From an optimization exercise on the open Yosys and OpenROAD flow, aimed at small area and few clock cycles; shortcuts taken in it are not production practice. Only simulation tests tie the RTL to the original design; equivalence was not proved. No driver is modelled on the clock port, so clocking that relies on it looks cheaper here than on a real chip. Power is estimated from default activity; no workload was simulated.

Setup of rev 12:
==> flow/design.v <==
`timescale 1ns/1ps
module image_capture_top (
  input  logic         clk,
  input  logic         mem_reset,
  input  logic         trigger,
  input  logic [15:0]  height,       
  input  logic [28:0]  start_addr,   
  input  logic [25:0]  s_beat,       
  input  logic         s_valid,
  output logic         s_ready,
  output logic         frame_done,
  output logic         skipped,
  output logic         mem_wr_req,
  output logic [156:0] mem_wr_cmd,   
  input  logic         mem_wr_ack,
  output logic         frame_written
);
  localparam logic [1:0] ST_IDLE  = 2'd0;   
  localparam logic [1:0] ST_WAIT  = 2'd1;   
  localparam logic [1:0] ST_STORE = 2'd2;   
  logic [1:0]  state;
  logic [15:0] lines_left;  
  logic [1:0]  slot;        
  logic [95:0] pix;         
  logic [28:3] wr_addr;     
  logic [2:0]  addr_lo;     
  logic sof, eol;
  logic fwd;                
  logic word_free;          
  logic fire;               
  logic ack;                
  logic line_last;
  logic [15:0] lborrow;     
  logic [25:0] acarry;      
  assign sof = s_beat[1];
  assign eol = s_beat[0];
  assign ack       = mem_wr_req && mem_wr_ack;
  assign word_free = !mem_wr_req || mem_wr_ack;
  assign fwd       = (state == ST_STORE) || ((state == ST_WAIT) && sof);
  assign s_ready   = fwd ? word_free : 1'b1;
  assign fire      = s_valid && fwd && word_free;
  assign line_last = (lines_left == 16'd1);
  always_comb begin
    lborrow[0] = 1'b1;
    acarry[0]  = 1'b1;
    for (int i = 1; i < 16; i++) lborrow[i] = lborrow[i-1] && !lines_left[i-1];
    for (int i = 1; i < 26; i++) acarry[i]  = acarry[i-1] && wr_addr[i+2];
  end
  always_ff @(posedge clk or posedge mem_reset) begin
    if (mem_reset) begin
      state         <= ST_IDLE;
      slot          <= 2'd0;
      mem_wr_req    <= 1'b0;
      frame_written <= 1'b0;
      skipped       <= 1'b0;
    end else begin
      skipped       <= 1'b0;
      frame_written <= ack && (state == ST_IDLE);
      if (ack) begin
        mem_wr_req <= 1'b0;
      end
      if (fire) begin
        slot <= slot + 1'b1;
        if (slot == 2'd3) mem_wr_req <= 1'b1;
      end
      case (state)
        ST_IDLE: begin
          if (trigger) state <= ST_WAIT;
          if (s_valid && sof) skipped <= 1'b1;
        end
        default: begin
          if (fire) begin
            state <= ST_STORE;
            if (eol && line_last) begin
              state <= ST_IDLE;
            end
          end
        end
      endcase
    end
  end
  assign frame_done = frame_written;
  always_ff @(posedge clk) begin
    for (int i = 0; i < 16; i++) begin
      if (state == ST_IDLE) begin
        lines_left[i] <= height[i];   
      end else begin
        lines_left[i] <= lines_left[i] ^ (fire && eol && lborrow[i]);
      end
    end
    if (fire) begin
      pix <= {pix[71:0], s_beat[25:2]};
    end
    addr_lo <= start_addr[2:0];   
    for (int i = 0; i < 26; i++) begin
      if (trigger) begin
        wr_addr[i+3] <= start_addr[i+3];
      end else begin
        wr_addr[i+3] <= wr_addr[i+3] ^ (ack && acarry[i]);
      end
    end
  end
  assign mem_wr_cmd = {wr_addr, addr_lo,
                       pix[95:72], 8'hff, pix[71:48], 8'hff,
                       pix[47:24], 8'hff, pix[23:0],  8'hff};
endmodule
Settings: LEC_CHECK=0, ABC_AREA=1, CAP_MARGIN=20, CORE_MARGIN=2, CORE_UTILIZATION=50, SLEW_MARGIN=20; clock period 4.5 ns.
standard.sh (not shown) runs the stock make flow with config.mk's settings and CLKGATE_MAP_FILE= SYNTH_SCRIPT=/design/flow/synth_recipe.tcl, a recipe that flattens the netlist after the stock synthesis.
==> flow/flow/run.sh <==
#!/bin/bash
# Standard ORFS layout, with: the logic re-mapped for area after floorplan; the smallest buffer on
# each port; a clock tree of small buffers (upsized after CTS where their slew is high); logic
# cells downsized after CTS where slack allows; and one tie cell for the constant outputs.
set -euo pipefail
export BUFFER_PORTS_ARGS="-buffer_cell sky130_fd_sc_hd__buf_1"
export CTS_ARGS="-repair_clock_nets -buf_list sky130_fd_sc_hd__clkbuf_4 -dont_use_dummy_load"
export SKIP_REPAIR_TIE_FANOUT=1
export RESTRUCTURE_DIR="$(pwd)/restructure"
export POST_FLOORPLAN_TCL="$(pwd)/flow/post_floorplan.tcl"
export POST_CTS_TCL="$(pwd)/flow/post_cts.tcl"
bash standard.sh > flow_standard.log 2>&1
Other scripts of this flow, unchanged in this note and not shown: flow/flow/merge_ties.tcl, flow/flow/post_cts.tcl, flow/flow/post_floorplan.tcl
Testbench counts of rev 12, summed over its fixed seeds: cycles 15,331.
Input-level comparison between rev 13 and rev 12:
-- flow/design.v --
<<< rev 12, line 16
  output logic         frame_written
);
  localparam logic [1:0] ST_IDLE  = 2'd0;   
  localparam logic [1:0] ST_WAIT  = 2'd1;   
  localparam logic [1:0] ST_STORE = 2'd2;   
  logic [1:0]  state;
  logic [15:0] lines_left;  
>>> rev 13, line 16
  output logic         frame_written
);
  localparam logic [1:0] ST_IDLE  = 2'd0;
  localparam logic [1:0] ST_FLUSH = 2'd1;   
  localparam logic [1:0] ST_WAIT  = 2'd2;   
  localparam logic [1:0] ST_STORE = 2'd3;   
  logic [1:0]  state;
  logic [15:0] lines_left;  
<<< rev 12, line 26
  logic [2:0]  addr_lo;     
  logic sof, eol;
  logic fwd;                
  logic word_free;          
>>> rev 13, line 27
  logic [2:0]  addr_lo;     
  logic sof, eol;
  logic idle;               
  logic fwd;                
  logic word_free;          
<<< rev 12, line 37
  assign ack       = mem_wr_req && mem_wr_ack;
  assign word_free = !mem_wr_req || mem_wr_ack;
  assign fwd       = (state == ST_STORE) || ((state == ST_WAIT) && sof);
  assign s_ready   = fwd ? word_free : 1'b1;
>>> rev 13, line 39
  assign ack       = mem_wr_req && mem_wr_ack;
  assign word_free = !mem_wr_req || mem_wr_ack;
  assign idle      = !state[1];
  assign fwd       = (state == ST_STORE) || ((state == ST_WAIT) && sof);
  assign s_ready   = fwd ? word_free : 1'b1;
<<< rev 12, line 52
      slot          <= 2'd0;
      mem_wr_req    <= 1'b0;
      frame_written <= 1'b0;
      skipped       <= 1'b0;
    end else begin
      skipped       <= 1'b0;
      frame_written <= ack && (state == ST_IDLE);
      if (ack) begin
        mem_wr_req <= 1'b0;
>>> rev 13, line 55
      slot          <= 2'd0;
      mem_wr_req    <= 1'b0;
      skipped       <= 1'b0;
    end else begin
      skipped       <= 1'b0;
      if (ack) begin
        mem_wr_req <= 1'b0;
<<< rev 12, line 64
        if (slot == 2'd3) mem_wr_req <= 1'b1;
      end
      case (state)
        ST_IDLE: begin
          if (trigger) state <= ST_WAIT;
          if (s_valid && sof) skipped <= 1'b1;
        end
        default: begin
          if (fire) begin
            state <= ST_STORE;
            if (eol && line_last) begin
              state <= ST_IDLE;
            end
          end
        end
      endcase
    end
  end
  assign frame_done = frame_written;
  always_ff @(posedge clk) begin
    for (int i = 0; i < 16; i++) begin
      if (state == ST_IDLE) begin
        lines_left[i] <= height[i];   
      end else begin
>>> rev 13, line 65
        if (slot == 2'd3) mem_wr_req <= 1'b1;
      end
      if (idle) begin
        if (frame_written) state <= ST_IDLE;
        if (trigger) state <= ST_WAIT;
        if (s_valid && sof) skipped <= 1'b1;
      end else if (fire) begin
        state <= ST_STORE;
        if (eol && line_last) begin
          state <= ST_FLUSH;   
        end
      end
    end
  end
  assign frame_written = (state == ST_FLUSH) && !mem_wr_req;
  assign frame_done    = frame_written;
  always_ff @(posedge clk) begin
    for (int i = 0; i < 16; i++) begin
      if (idle) begin
        lines_left[i] <= height[i];   
      end else begin
## What came out
Power consumed by sequential cells essentially unchanged between rev 13 and rev 12.
Cell area after placement (lower): rev 13
Rev 12 → rev 13: worst clock skew -4.5 ps, setup slack now smaller, fraction of standard cell area in multi-input logic +0.38 points, power share of the clock group went down 0.4 points, number of vias after detailed routing decreased 19.
Routed wire in rev 13 totals less than in rev 12.
Looking only at worst hold slack, and setting everything else aside, the higher value of rev 13 and rev 12 goes to rev 12.
Testbench counts of rev 13, summed over its fixed seeds: cycles 15,331.

## afterwards: timing with drivers on the ports
In the flow no input, the clock included, has a driving cell. The finished layouts below were timed again as built, in two steps.
Step 1 sets driving cells, clkbuf_16 on the clock port and buf_2 on the other inputs (assumed; they add their load-dependent delay and slew).
Step 2 times the ports against the registers' clock, not the clock port: input delays grow and output delays shrink by t, the midpoint of the rising clock arrivals with the driver on.
a / b / c = no drivers / after step 1 / after step 2; a / b = the first two.
run | t (ns) | setup slack, ns | worst setup path at the end | clock arrival spread, ns | cell pins on the clock port's net
rev 12 | 0.416 | 0.719 / 0.729 / 0.313 | input to register | 0.030 / 0.030 | 1
rev 13 | 0.413 | 0.535 / 0.544 / 0.130 | input to register | 0.027 / 0.027 | 1
After both steps setup and hold are still met in every run listed. The setup slack of rev 12, which loses most, moves by +0.010 ns with the drivers and by -0.406 ns with both steps.
